Context: an optimization exercise on an open-source flow, tuned for small area, a short achievable clock period and few clock cycles per item. The choices shown serve that exercise and are no tape-out recipe.
In this exercise RTL edits were held to simulation tests only and were not proved equivalent to the original.
Power figures rest on the tool's default switching activity, not on a simulated workload.

==> v32: inputs <==
## dmem_responder
module dmem_responder
#(
  parameter int DEPTH_WORDS = 64,
  parameter int LATENCY     = 2
) (
  input  logic        clk,
  input  logic        rst,
  input  logic        req_valid,
  output logic        req_ready,
  input  logic        req_write,
  input  logic [31:0] req_addr,
  input  logic [31:0] req_wdata,
  input  logic [3:0]  req_wmask,
  output logic        rsp_valid,
  input  logic        rsp_ready,
  output logic [31:0] rsp_rdata,
  output logic        rsp_err
);
  localparam int AW = $clog2(DEPTH_WORDS);
  dmem_pkg::dmem_state_e      state_q, state_d;
  logic [dmem_pkg::CNT_W-1:0] cnt_q, cnt_d;
  logic             write_q, write_d;
  logic [31:0]      addr_q, addr_d;
  logic [31:0]      wdata_q, wdata_d;
  logic [3:0]       wmask_q, wmask_d;
  logic             rvalid_q, rvalid_d;
  logic [31:0]      rdata_q, rdata_d;
  logic             err_q, err_d;
  logic             accWrite;
  logic [31:0]      accAddr;
  logic [31:0]      accWdata;
  logic [3:0]       accWmask;
  logic             accErr;
  logic             doAccess;
  logic             arrWe;
  logic [31:0]      arrRdata;
  always_comb begin
    if (state_q == dmem_pkg::IDLE) begin
      accWrite = req_write;
      accAddr  = req_addr;
      accWdata = req_wdata;
      accWmask = req_wmask;
    end else begin
      accWrite = write_q;
      accAddr  = addr_q;
      accWdata = wdata_q;
      accWmask = wmask_q;
    end
  end
  assign accErr = (accAddr[1:0] != 2'b00) || (accAddr[31:2] >= 30'(DEPTH_WORDS));
  assign arrWe  = doAccess && accWrite && !accErr;
  dmem_array #(
    .DEPTH_WORDS(DEPTH_WORDS)
  ) u_array (
    .clk    (clk),
    .we_i   (arrWe),
    .addr_i (accAddr[AW+1:2]),
    .wdata_i(accWdata),
    .wmask_i(accWmask),
    .rdata_o(arrRdata)
  );
  always_comb begin
    state_d  = state_q;
    cnt_d    = cnt_q;
    write_d  = write_q;
    addr_d   = addr_q;
    wdata_d  = wdata_q;
    wmask_d  = wmask_q;
    rvalid_d = rvalid_q;
    rdata_d  = rdata_q;
    err_d    = err_q;
    doAccess = 1'b0;
    case (state_q)
      dmem_pkg::IDLE: begin
        if (req_valid) begin
          write_d = req_write;
  ...
==> module dmem_array, before the edit <==
module dmem_array
#(
  parameter int DEPTH_WORDS = 64) (
  input  logic          clk,
  input  logic          we_i,
  input  logic [$clog2(DEPTH_WORDS)-1:0] addr_i,
  input  logic [31:0]   wdata_i,
  input  logic [3:0]    wmask_i,
  output logic [31:0]   rdata_o
);
  localparam int AW = $clog2(DEPTH_WORDS);
  logic [31:0] mem_q [DEPTH_WORDS];
  logic [31:0] bitMask;
  assign bitMask = dmem_pkg::byte_mask(wmask_i);
  always_ff @(posedge clk) begin
    if (we_i) begin
      mem_q[addr_i] <= (mem_q[addr_i] & ~bitMask) | (wdata_i & bitMask);
    end
  end
  assign rdata_o = mem_q[addr_i];
endmodule
==> module dmem_responder, before the edit <==
module dmem_responder
#(
  parameter int DEPTH_WORDS = 64,
  parameter int LATENCY     = 2
) (
  input  logic        clk,
  input  logic        rst,
  input  logic        req_valid,
  output logic        req_ready,
  input  logic        req_write,
  input  logic [31:0] req_addr,
  input  logic [31:0] req_wdata,
  input  logic [3:0]  req_wmask,
  output logic        rsp_valid,
  input  logic        rsp_ready,
  output logic [31:0] rsp_rdata,
  output logic        rsp_err
);
  localparam int AW = $clog2(DEPTH_WORDS);
  dmem_pkg::dmem_state_e      state_q, state_d;
  logic [dmem_pkg::CNT_W-1:0] cnt_q, cnt_d;
  logic             write_q, write_d;
  logic [31:0]      addr_q, addr_d;
  logic [31:0]      wdata_q, wdata_d;
  logic [3:0]       wmask_q, wmask_d;
  logic             rvalid_q, rvalid_d;
  logic [31:0]      rdata_q, rdata_d;
  logic             err_q, err_d;
  logic             accWrite;
  logic [31:0]      accAddr;
  logic [31:0]      accWdata;
  logic [3:0]       accWmask;
  logic             accErr;
  logic             doAccess;
  logic             arrWe;
  logic [31:0]      arrRdata;
  always_comb begin
    if (state_q == dmem_pkg::IDLE) begin
      accWrite = req_write;
      accAddr  = req_addr;
      accWdata = req_wdata;
      accWmask = req_wmask;
    end else begin
      accWrite = write_q;
      accAddr  = addr_q;
      accWdata = wdata_q;
      accWmask = wmask_q;
    end
  end
  assign accErr = (accAddr[1:0] != 2'b00) || (accAddr[31:2] >= 30'(DEPTH_WORDS));
  assign arrWe  = doAccess && accWrite && !accErr;
  dmem_array #(
    .DEPTH_WORDS(DEPTH_WORDS)
  ) u_array (
    .clk    (clk),
    .we_i   (arrWe),
    .addr_i (accAddr[AW+1:2]),
    .wdata_i(accWdata),
    .wmask_i(accWmask),
    .rdata_o(arrRdata)
  );
  always_comb begin
    state_d  = state_q;
    cnt_d    = cnt_q;
    write_d  = write_q;
    addr_d   = addr_q;
    wdata_d  = wdata_q;
    wmask_d  = wmask_q;
    rvalid_d = rvalid_q;
    rdata_d  = rdata_q;
    err_d    = err_q;
    doAccess = 1'b0;
    case (state_q)
      dmem_pkg::IDLE: begin
        if (req_valid) begin
          write_d = req_write;
          addr_d  = req_addr;
          wdata_d = req_wdata;
          wmask_d = req_wmask;
          if (LATENCY == 1) begin
            doAccess = 1'b1;
            state_d  = dmem_pkg::RESP;
          end else begin
            cnt_d   = dmem_pkg::CNT_W'(LATENCY - 1);
            state_d = dmem_pkg::BUSY;
          end
        end
      end
      dmem_pkg::BUSY: begin
        cnt_d = cnt_q - dmem_pkg::CNT_W'(1);
        if (cnt_q == dmem_pkg::CNT_W'(1)) begin
          doAccess = 1'b1;
          state_d  = dmem_pkg::RESP;
        end
      end
      dmem_pkg::RESP: begin
        if (!rvalid_q) begin
          rvalid_d = 1'b1;
        end else if (rsp_ready) begin
          rvalid_d = 1'b0;
          rdata_d  = 32'h0;
          err_d    = 1'b0;
          state_d  = dmem_pkg::IDLE;
        end
      end
      default: begin
        state_d = dmem_pkg::IDLE;
      end
    endcase
    if (doAccess) begin
      err_d   = accErr;
      rdata_d = (!accWrite && !accErr) ? arrRdata : 32'h0;
    end
  end
  always_ff @(posedge clk or posedge rst) begin
    if (rst) begin
      state_q  <= dmem_pkg::IDLE;
      cnt_q    <= '0;
      write_q  <= 1'b0;
      addr_q   <= 32'h0;
      wdata_q  <= 32'h0;
      wmask_q  <= 4'h0;
      rvalid_q <= 1'b0;
      rdata_q  <= 32'h0;
      err_q    <= 1'b0;
    end else begin
      state_q  <= state_d;
      cnt_q    <= cnt_d;
      write_q  <= write_d;
      addr_q   <= addr_d;
      wdata_q  <= wdata_d;
      wmask_q  <= wmask_d;
      rvalid_q <= rvalid_d;
      rdata_q  <= rdata_d;
      err_q    <= err_d;
    end
  end
  assign req_ready = (state_q == dmem_pkg::IDLE);
  assign rsp_valid = rvalid_q;
  assign rsp_rdata = rdata_q;
  assign rsp_err   = err_q;
endmodule
clock: 6.0 ns
lec_check: 0
cap_margin: 20
core_margin: 2
core_utilization: 40
slew_margin: 20
run.sh (not shown) runs the stock make flow with config.mk's settings and CLKGATE_MAP_FILE= SYNTH_SCRIPT=/design/flow/synth_recipe.tcl, a recipe that flattens the netlist after the stock synthesis.
==> v16 (differences from v32) <==
==> flow/design.v (replaced) <==
package dmem_pkg;
  function automatic logic [31:0] byte_mask(input logic [3:0] m);
    byte_mask = {{8{m[3]}}, {8{m[2]}}, {8{m[1]}}, {8{m[0]}}};
  endfunction
endpackage
module dmem_array (
  input  logic        clk,
  input  logic        we_i,
  input  logic [5:0]  addr_i,
  input  logic [31:0] wdata_i,
  input  logic [3:0]  wmask_i,
  output logic [31:0] rdata_o
);
  logic [31:0] mem_q [64];
  for (genvar w = 0; w < 64; w++) begin : g_word
    for (genvar b = 0; b < 4; b++) begin : g_byte
      always_ff @(posedge clk) begin
        if (we_i && addr_i == 6'(w) && wmask_i[b]) begin
          mem_q[w][8*b +: 8] <= wdata_i[8*b +: 8];
        end
      end
    end
  end
  assign rdata_o = mem_q[addr_i];
endmodule
module dmem_responder (
  input  logic        clk,
  input  logic        rst,
  input  logic        req_valid,
  output logic        req_ready,
  input  logic        req_write,
  input  logic [31:0] req_addr,
  input  logic [31:0] req_wdata,
  input  logic [3:0]  req_wmask,
  output logic        rsp_valid,
  input  logic        rsp_ready,
  output logic [31:0] rsp_rdata,
  output logic        rsp_err
);
  logic        v1_q;
  logic        wr1_q;
  logic        err1_q;
  logic [5:0]  idx1_q;
  logic [31:0] wdata1_q;
  logic [3:0]  wmask1_q;
  logic        ov_q, kv_q;
  logic [31:0] odata_q, kdata_q;
  logic        oerr_q, kerr_q;
  logic        acc, adv, oload;
  logic [31:0] arrRdata;
  logic [31:0] newData;
  assign req_ready = !v1_q || !kv_q;
  assign acc       = req_valid && req_ready;
  assign adv       = v1_q && !kv_q;
  assign oload     = !ov_q || rsp_ready;
  dmem_array u_array (
    .clk    (clk),
    .we_i   (adv && wr1_q && !err1_q),
    .addr_i (idx1_q),
    .wdata_i(wdata1_q),
    .wmask_i(wmask1_q),
    .rdata_o(arrRdata)
  );
  assign newData = (!wr1_q && !err1_q) ? arrRdata : 32'h0;
  always_ff @(posedge clk or posedge rst) begin
    if (rst) begin
      v1_q <= 1'b0;
      ov_q <= 1'b0;
      kv_q <= 1'b0;
    end else begin
      if (acc)      v1_q <= 1'b1;
      else if (adv) v1_q <= 1'b0;
      if (oload)    ov_q <= kv_q || adv;
      if (kv_q)     kv_q <= !oload;
      else          kv_q <= adv && !oload;
    end
  end
  always_ff @(posedge clk) begin
    if (acc) begin
      wr1_q    <= req_write;
      err1_q   <= (req_addr[1:0] != 2'b00) || (req_addr[31:8] != 24'h0);
      idx1_q   <= req_addr[7:2];
      wdata1_q <= req_wdata;
      wmask1_q <= req_wmask;
    end
    if (oload) begin
      odata_q <= kv_q ? kdata_q : newData;
      oerr_q  <= kv_q ? kerr_q : err1_q;
    end
    if (!kv_q && adv && !oload) begin
      kdata_q <= newData;
      kerr_q  <= err1_q;
    end
  end
  assign rsp_valid = ov_q;
  assign rsp_rdata = odata_q;
  assign rsp_err   = oerr_q;
endmodule
==> out/qor.yml <==
clkCellAreaFrac: 0.0683
met3WireLength_mm: 31.9
vias_per_cell: 6.41
period_share: 0.948
status: "no timing/DRC/antenna violations"
fin_skew_ns: 0.0475
cts.sinks: 2157
synth_area_um2: 81600
Source of the figures above: v32

==> out/qor.yml <==
status: "no timing/DRC/antenna violations"
cts.sinks: 2161
vias_per_cell: 7.15
clkCellAreaFrac: 0.0761
fin_skew_ns: 0.0480
met3WireLength_mm: 62.2
period_share: 0.827
Source of the figures above: v16

Testbench counts of v32, summed over its fixed seeds: cycles 48,000, items 12,000.
Testbench counts of v16, summed over its fixed seeds: cycles 12,016, items 12,000.

* * *

==> inputs of job 9139 <==
dmem_responder, a different RTL version from the one above (not shown whole).
## dmem_responder
module dmem_responder (
  input  logic        clk,
  input  logic        rst,
  input  logic        req_valid,
  output logic        req_ready,
  input  logic        req_write,
  input  logic [31:0] req_addr,
  input  logic [31:0] req_wdata,
  input  logic [3:0]  req_wmask,
  output logic        rsp_valid,
  input  logic        rsp_ready,
  output logic [31:0] rsp_rdata,
  output logic        rsp_err
);
==> module dmem_responder, before the edit <==
module dmem_responder (
  input  logic        clk,
  input  logic        rst,
  input  logic        req_valid,
  output logic        req_ready,
  input  logic        req_write,
  input  logic [31:0] req_addr,
  input  logic [31:0] req_wdata,
  input  logic [3:0]  req_wmask,
  output logic        rsp_valid,
  input  logic        rsp_ready,
  output logic [31:0] rsp_rdata,
  output logic        rsp_err
);
  logic        v1_q;
  logic        ld1_q;
  logic        err1_q;
  logic [7:0]  lo1_q, hi1_q;
  logic [31:0] wdata1_q;
  logic [3:0]  wmask1_q;    
  logic        reqErr;
  logic        ov_q, kv_q;
  logic [31:0] odata_q, kdata_q;
  logic        oerr_q, kerr_q;
  logic        rdy_q;
  logic        acc, adv, oload;
  logic        v1_d, kv_d;
  logic [31:0] arrRdata;
  logic [31:0] newData;
  assign req_ready = rdy_q;
  assign acc       = req_valid && req_ready;
  assign adv       = v1_q && !kv_q;
  assign oload     = !ov_q || rsp_ready;
  dmem_array u_array (
    .clk    (clk),
    .lo_i   (lo1_q),
    .hi_i   (hi1_q),
    .wdata_i(wdata1_q),
    .wmask_i(wmask1_q),
    .rdata_o(arrRdata)
  );
  assign reqErr  = (req_addr[1:0] != 2'b00) || (req_addr[31:8] != 24'h0);
  assign newData = ld1_q ? arrRdata : 32'h0;
  assign v1_d = acc || (v1_q && !adv);
  assign kv_d = kv_q ? !oload : (adv && !oload);
  always_ff @(posedge clk or posedge rst) begin
    if (rst) begin
      v1_q  <= 1'b0;
      wmask1_q <= 4'h0;
      ov_q  <= 1'b0;
      kv_q  <= 1'b0;
      rdy_q <= 1'b1;
    end else begin
      v1_q  <= v1_d;
      if (acc) wmask1_q <= (req_write && !reqErr) ? req_wmask : 4'h0;
      kv_q  <= kv_d;
      rdy_q <= !v1_d || !kv_d;
      if (oload) ov_q <= kv_q || adv;
    end
  end
  always_ff @(posedge clk) begin
    if (acc) begin
      ld1_q    <= !req_write && !reqErr;
      err1_q   <= reqErr;
      lo1_q    <= 8'b1 << req_addr[4:2];
      hi1_q    <= 8'b1 << req_addr[7:5];
      wdata1_q <= req_wdata;
    end
    if (oload) begin
      odata_q <= kv_q ? kdata_q : newData;
      oerr_q  <= kv_q ? kerr_q : err1_q;
    end
    if (!kv_q && adv && !oload) begin
      kdata_q <= newData;
      kerr_q  <= err1_q;
    end
  end
  assign rsp_valid = ov_q;
  assign rsp_rdata = odata_q;
  assign rsp_err   = oerr_q;
endmodule
make LEC_CHECK=0 CAP_MARGIN=20 CORE_MARGIN=2 CORE_UTILIZATION=50 SETUP_SLACK_MARGIN=3.3 SLEW_MARGIN=20 finish   # period 6.0 ns
==> job 1451: changes against job 9139 <==
==> flow/design.v, changed modules only <==
module dmem_responder (
  input  logic        clk,
  input  logic        rst,
  input  logic        req_valid,
  output logic        req_ready,
  input  logic        req_write,
  input  logic [31:0] req_addr,
  input  logic [31:0] req_wdata,
  input  logic [3:0]  req_wmask,
  output logic        rsp_valid,
  input  logic        rsp_ready,
  output logic [31:0] rsp_rdata,
  output logic        rsp_err
);
  logic        v1_q;
  logic        ld1_q;
  logic        err1_q;
  logic [7:0]  lo1_q, hi1_q;
  logic [31:0] wdata1_q;
  logic [3:0]  wmask1_q;    
  logic        reqErr;
  logic        ov_q, kv_q;
  logic [31:0] odata_q, kdata_q;
  logic        oerr_q, kerr_q;
  logic        busy_q;
  logic        acc, adv, oload;
  logic        v1_d, kv_d;
  logic [31:0] arrRdata;
  logic [31:0] newData;
  assign req_ready = !busy_q;
  assign acc       = req_valid && req_ready;
  assign adv       = v1_q && !kv_q;
  assign oload     = !ov_q || rsp_ready;
  dmem_array u_array (
    .clk    (clk),
    .lo_i   (lo1_q),
    .hi_i   (hi1_q),
    .wdata_i(wdata1_q),
    .wmask_i(wmask1_q),
    .rdata_o(arrRdata)
  );
  assign reqErr  = (req_addr[1:0] != 2'b00) || (req_addr[31:8] != 24'h0);
  assign newData = ld1_q ? arrRdata : 32'h0;
  assign v1_d = acc || (v1_q && !adv);
  assign kv_d = kv_q ? !oload : (adv && !oload);
  always_ff @(posedge clk or posedge rst) begin
    if (rst) begin
      v1_q  <= 1'b0;
      wmask1_q <= 4'h0;
      ov_q  <= 1'b0;
      kv_q  <= 1'b0;
      busy_q <= 1'b0;
      odata_q <= 32'h0;
      oerr_q  <= 1'b0;
    end else begin
      v1_q  <= v1_d;
      if (acc) wmask1_q <= (req_write && !reqErr) ? req_wmask : 4'h0;
      kv_q  <= kv_d;
      busy_q <= v1_d && kv_d;
      if (oload) begin
        ov_q    <= kv_q || adv;
        odata_q <= kv_q ? kdata_q : newData;
        oerr_q  <= kv_q ? kerr_q : err1_q;
      end
    end
  end
  always_ff @(posedge clk) begin
    if (acc) begin
      ld1_q    <= !req_write && !reqErr;
      err1_q   <= reqErr;
      lo1_q    <= 8'b1 << req_addr[4:2];
      hi1_q    <= 8'b1 << req_addr[7:5];
      wdata1_q <= req_wdata;
    end
    if (!kv_q && adv && !oload) begin
      kdata_q <= newData;
      kerr_q  <= err1_q;
    end
  end
  assign rsp_valid = ov_q;
  assign rsp_rdata = odata_q;
  assign rsp_err   = oerr_q;
endmodule
Settings changed: CTS_CLUSTER_DIAMETER from default to 60, CTS_CLUSTER_SIZE from default to 30, SETUP_SLACK_MARGIN 3.3 to 3.5, TNS_END_PERCENT from default to 5.
==> job 4329: changes against job 9139 <==
==> flow/design.v, changed modules only <==
module dmem_responder (
  input  logic        clk,
  input  logic        rst,
  input  logic        req_valid,
  output logic        req_ready,
  input  logic        req_write,
  input  logic [31:0] req_addr,
  input  logic [31:0] req_wdata,
  input  logic [3:0]  req_wmask,
  output logic        rsp_valid,
  input  logic        rsp_ready,
  output logic [31:0] rsp_rdata,
  output logic        rsp_err
);
  logic        v1_q;
  logic        ld1_q;
  logic        err1_q;
  logic [7:0]  lo1_q, hi1_q;
  logic [31:0] wdata1_q;
  logic [3:0]  wmask1_q;    
  logic        reqErr;
  logic        ov_q, kv_q;
  logic [31:0] odata_q, kdata_q;
  logic        oerr_q, kerr_q;
  logic        busy_q;
  logic        acc, adv, oload;
  logic        v1_d, kv_d;
  logic [31:0] arrRdata;
  logic [31:0] newData;
  assign req_ready = !busy_q;
  assign acc       = req_valid && req_ready;
  assign adv       = v1_q && !kv_q;
  assign oload     = !ov_q || rsp_ready;
  dmem_array u_array (
    .clk    (clk),
    .lo_i   (lo1_q),
    .hi_i   (hi1_q),
    .wdata_i(wdata1_q),
    .wmask_i(wmask1_q),
    .rdata_o(arrRdata)
  );
  assign reqErr  = (req_addr[1:0] != 2'b00) || (req_addr[31:8] != 24'h0);
  assign newData = ld1_q ? arrRdata : 32'h0;
  assign v1_d = acc || (v1_q && !adv);
  assign kv_d = kv_q ? !oload : (adv && !oload);
  always_ff @(posedge clk or posedge rst) begin
    if (rst) begin
      v1_q  <= 1'b0;
      wmask1_q <= 4'h0;
      ov_q  <= 1'b0;
      kv_q  <= 1'b0;
      busy_q <= 1'b0;
      odata_q <= 32'h0;
      oerr_q  <= 1'b0;
    end else begin
      v1_q  <= v1_d;
      if (acc) wmask1_q <= (req_write && !reqErr) ? req_wmask : 4'h0;
      kv_q  <= kv_d;
      busy_q <= v1_d && kv_d;
      if (oload) begin
        ov_q    <= kv_q || adv;
        odata_q <= kv_q ? kdata_q : newData;
        oerr_q  <= kv_q ? kerr_q : err1_q;
      end
    end
  end
  always_ff @(posedge clk) begin
    if (acc) begin
      ld1_q    <= !req_write && !reqErr;
      err1_q   <= reqErr;
      lo1_q    <= 8'b1 << req_addr[4:2];
      hi1_q    <= 8'b1 << req_addr[7:5];
      wdata1_q <= req_wdata;
    end
    if (!kv_q && adv && !oload) begin
      kdata_q <= newData;
      kerr_q  <= err1_q;
    end
  end
  assign rsp_valid = ov_q;
  assign rsp_rdata = odata_q;
  assign rsp_err   = oerr_q;
endmodule
Settings changed: CTS_CLUSTER_DIAMETER from default to 60, CTS_CLUSTER_SIZE from default to 30, SETUP_SLACK_MARGIN 3.3 to 3.5.
==> job 5950: changes against job 9139 <==
==> flow/design.v, changed modules only <==
module dmem_responder (
  input  logic        clk,
  input  logic        rst,
  input  logic        req_valid,
  output logic        req_ready,
  input  logic        req_write,
  input  logic [31:0] req_addr,
  input  logic [31:0] req_wdata,
  input  logic [3:0]  req_wmask,
  output logic        rsp_valid,
  input  logic        rsp_ready,
  output logic [31:0] rsp_rdata,
  output logic        rsp_err
);
  logic        v1_q;
  logic        ld1_q;
  logic        err1_q;
  logic [7:0]  lo1_q, hi1_q;
  logic [31:0] wdata1_q;
  logic [3:0]  wmask1_q;    
  logic        reqErr;
  logic        ov_q, kv_q;
  logic [31:0] odata_q, kdata_q;
  logic        oerr_q, kerr_q;
  logic        busy_q;
  logic        acc, adv, oload;
  logic        v1_d, kv_d;
  logic [31:0] arrRdata;
  logic [31:0] newData;
  assign req_ready = !busy_q;
  assign acc       = req_valid && req_ready;
  assign adv       = v1_q && !kv_q;
  assign oload     = !ov_q || rsp_ready;
  dmem_array u_array (
    .clk    (clk),
    .lo_i   (lo1_q),
    .hi_i   (hi1_q),
    .wdata_i(wdata1_q),
    .wmask_i(wmask1_q),
    .rdata_o(arrRdata)
  );
  assign reqErr  = (req_addr[1:0] != 2'b00) || (req_addr[31:8] != 24'h0);
  assign newData = ld1_q ? arrRdata : 32'h0;
  assign v1_d = acc || (v1_q && !adv);
  assign kv_d = kv_q ? !oload : (adv && !oload);
  always_ff @(posedge clk or posedge rst) begin
    if (rst) begin
      v1_q  <= 1'b0;
      wmask1_q <= 4'h0;
      ov_q  <= 1'b0;
      kv_q  <= 1'b0;
      busy_q <= 1'b0;
      odata_q <= 32'h0;
      oerr_q  <= 1'b0;
    end else begin
      v1_q  <= v1_d;
      if (acc) wmask1_q <= (req_write && !reqErr) ? req_wmask : 4'h0;
      kv_q  <= kv_d;
      busy_q <= v1_d && kv_d;
      if (oload) begin
        ov_q    <= kv_q || adv;
        odata_q <= kv_q ? kdata_q : newData;
        oerr_q  <= kv_q ? kerr_q : err1_q;
      end
    end
  end
  always_ff @(posedge clk) begin
    if (acc) begin
      ld1_q    <= !req_write && !reqErr;
      err1_q   <= reqErr;
      lo1_q    <= 8'b1 << req_addr[4:2];
      hi1_q    <= 8'b1 << req_addr[7:5];
      wdata1_q <= req_wdata;
    end
    if (!kv_q && adv && !oload) begin
      kdata_q <= newData;
      kerr_q  <= err1_q;
    end
  end
  assign rsp_valid = ov_q;
  assign rsp_rdata = odata_q;
  assign rsp_err   = oerr_q;
endmodule
Settings changed: SETUP_SLACK_MARGIN 3.3 to 3.5.
==> comparison <==
- Via count: job 1451 is smaller than job 5950 (2.8%).
- Of job 4329 and job 9139, job 4329 has the higher clock skew (gap 12 ps).
- The lowest worst hold slack belongs to job 1451, the highest to job 4329.
- In critical path depth, job 5950 and job 4329 do not differ.
- In combinational power, job 4329 and job 5950 hardly differ.
- In flip-flop and latch count, job 1451 and job 4329 do not differ.
==> figures <==
| item | job 9139 | job 4329 | job 1451 | job 5950 |
|---|---|---|---|---|
| Reported net switching power | 6.950 mW | 7.158 mW | 7.036 mW | 7.334 mW |
| Static power due to leakage | 28.56 nW | 28.52 nW | 28.17 nW | 29.34 nW |
| Synth Area in Compound Gates | 11.20% | 11.34% | 11.34% | 11.34% |
| P_comb | 1.85 mW | 2.19 mW | 1.96 mW | 2.16 mW |
| R2R cell count | 6 | 6 | 6 | 7 |
| Outcome | no timing/DRC/antenna violations | no timing/DRC/antenna violations | no timing/DRC/antenna violations | no timing/DRC/antenna violations |
| Post-layout instance count excluding filler cells | 6668 | 6616 | 6588 | 6749 |
| GR Layer Usage met2 | 38.11% | 38.77% | 36.40% | 40.01% |
| Met3 Track Usage GR | 3.565% | 4.119% | 3.268% | 3.604% |
| Count of multi-input combinational gates | 1837 | 1872 | 1872 | 1872 |
| Clk pwr | 12.2 mW | 10.7 mW | 10.8 mW | 12.9 mW |
| Relative slew margins | 27.87% | 25.09% | 31.36% | 25.49% |
| Wire length of the first global-routing pass | 288300 um | 292200 um | 281000 um | 297400 um |
Testbench counts of job 9139, summed over its fixed seeds: cycles 12,016, items 12,000.
Testbench counts of job 1451, summed over its fixed seeds: cycles 12,016, items 12,000.
Testbench counts of job 4329, summed over its fixed seeds: cycles 12,016, items 12,000.
Testbench counts of job 5950, summed over its fixed seeds: cycles 12,016, items 12,000.

[static timing again, ports no longer ideal]
In the flow no input, the clock included, has a driving cell. The finished layouts below were timed again as built, in two steps. Step 1 assumes that a clkbuf_16 drives the clock port and a buf_2 every other input. Step 2 also shifts input and output timing later by t, the mid clock arrival at the registers, as if the neighbouring blocks saw the same clock. Three values: ideal, step 1, step 2; two values: the first two.
run | shift t [ns] | slack for setup (ns) | hold WS [ns] | pins driven straight from the clock port
v32 | 0.940 | 0.312 / 0.312 / -0.490 | 0.473 / 0.473 / 0.473 | 1
v16 | 0.963 | 1.037 / 1.037 / 1.037 | 0.483 / 0.415 / 0.517 | 1
job 9139 | 0.891 | 3.101 / 3.025 / 2.765 | 0.471 / 0.471 / 0.471 | 1
job 1451 | 0.852 | 3.335 / 3.296 / 2.668 | 0.456 / 0.456 / 0.456 | 1
job 4329 | 0.855 | 3.336 / 3.256 / 2.740 | 0.525 / 0.525 / 0.525 | 1
job 5950 | 0.895 | 3.310 / 3.229 / 2.714 | 0.518 / 0.518 / 0.518 | 1
Met with ideal ports but missed after step 2: setup timing in v32. The setup slack of v32, which loses most, moves by 0.000 ns with the drivers and by -0.802 ns with both steps.
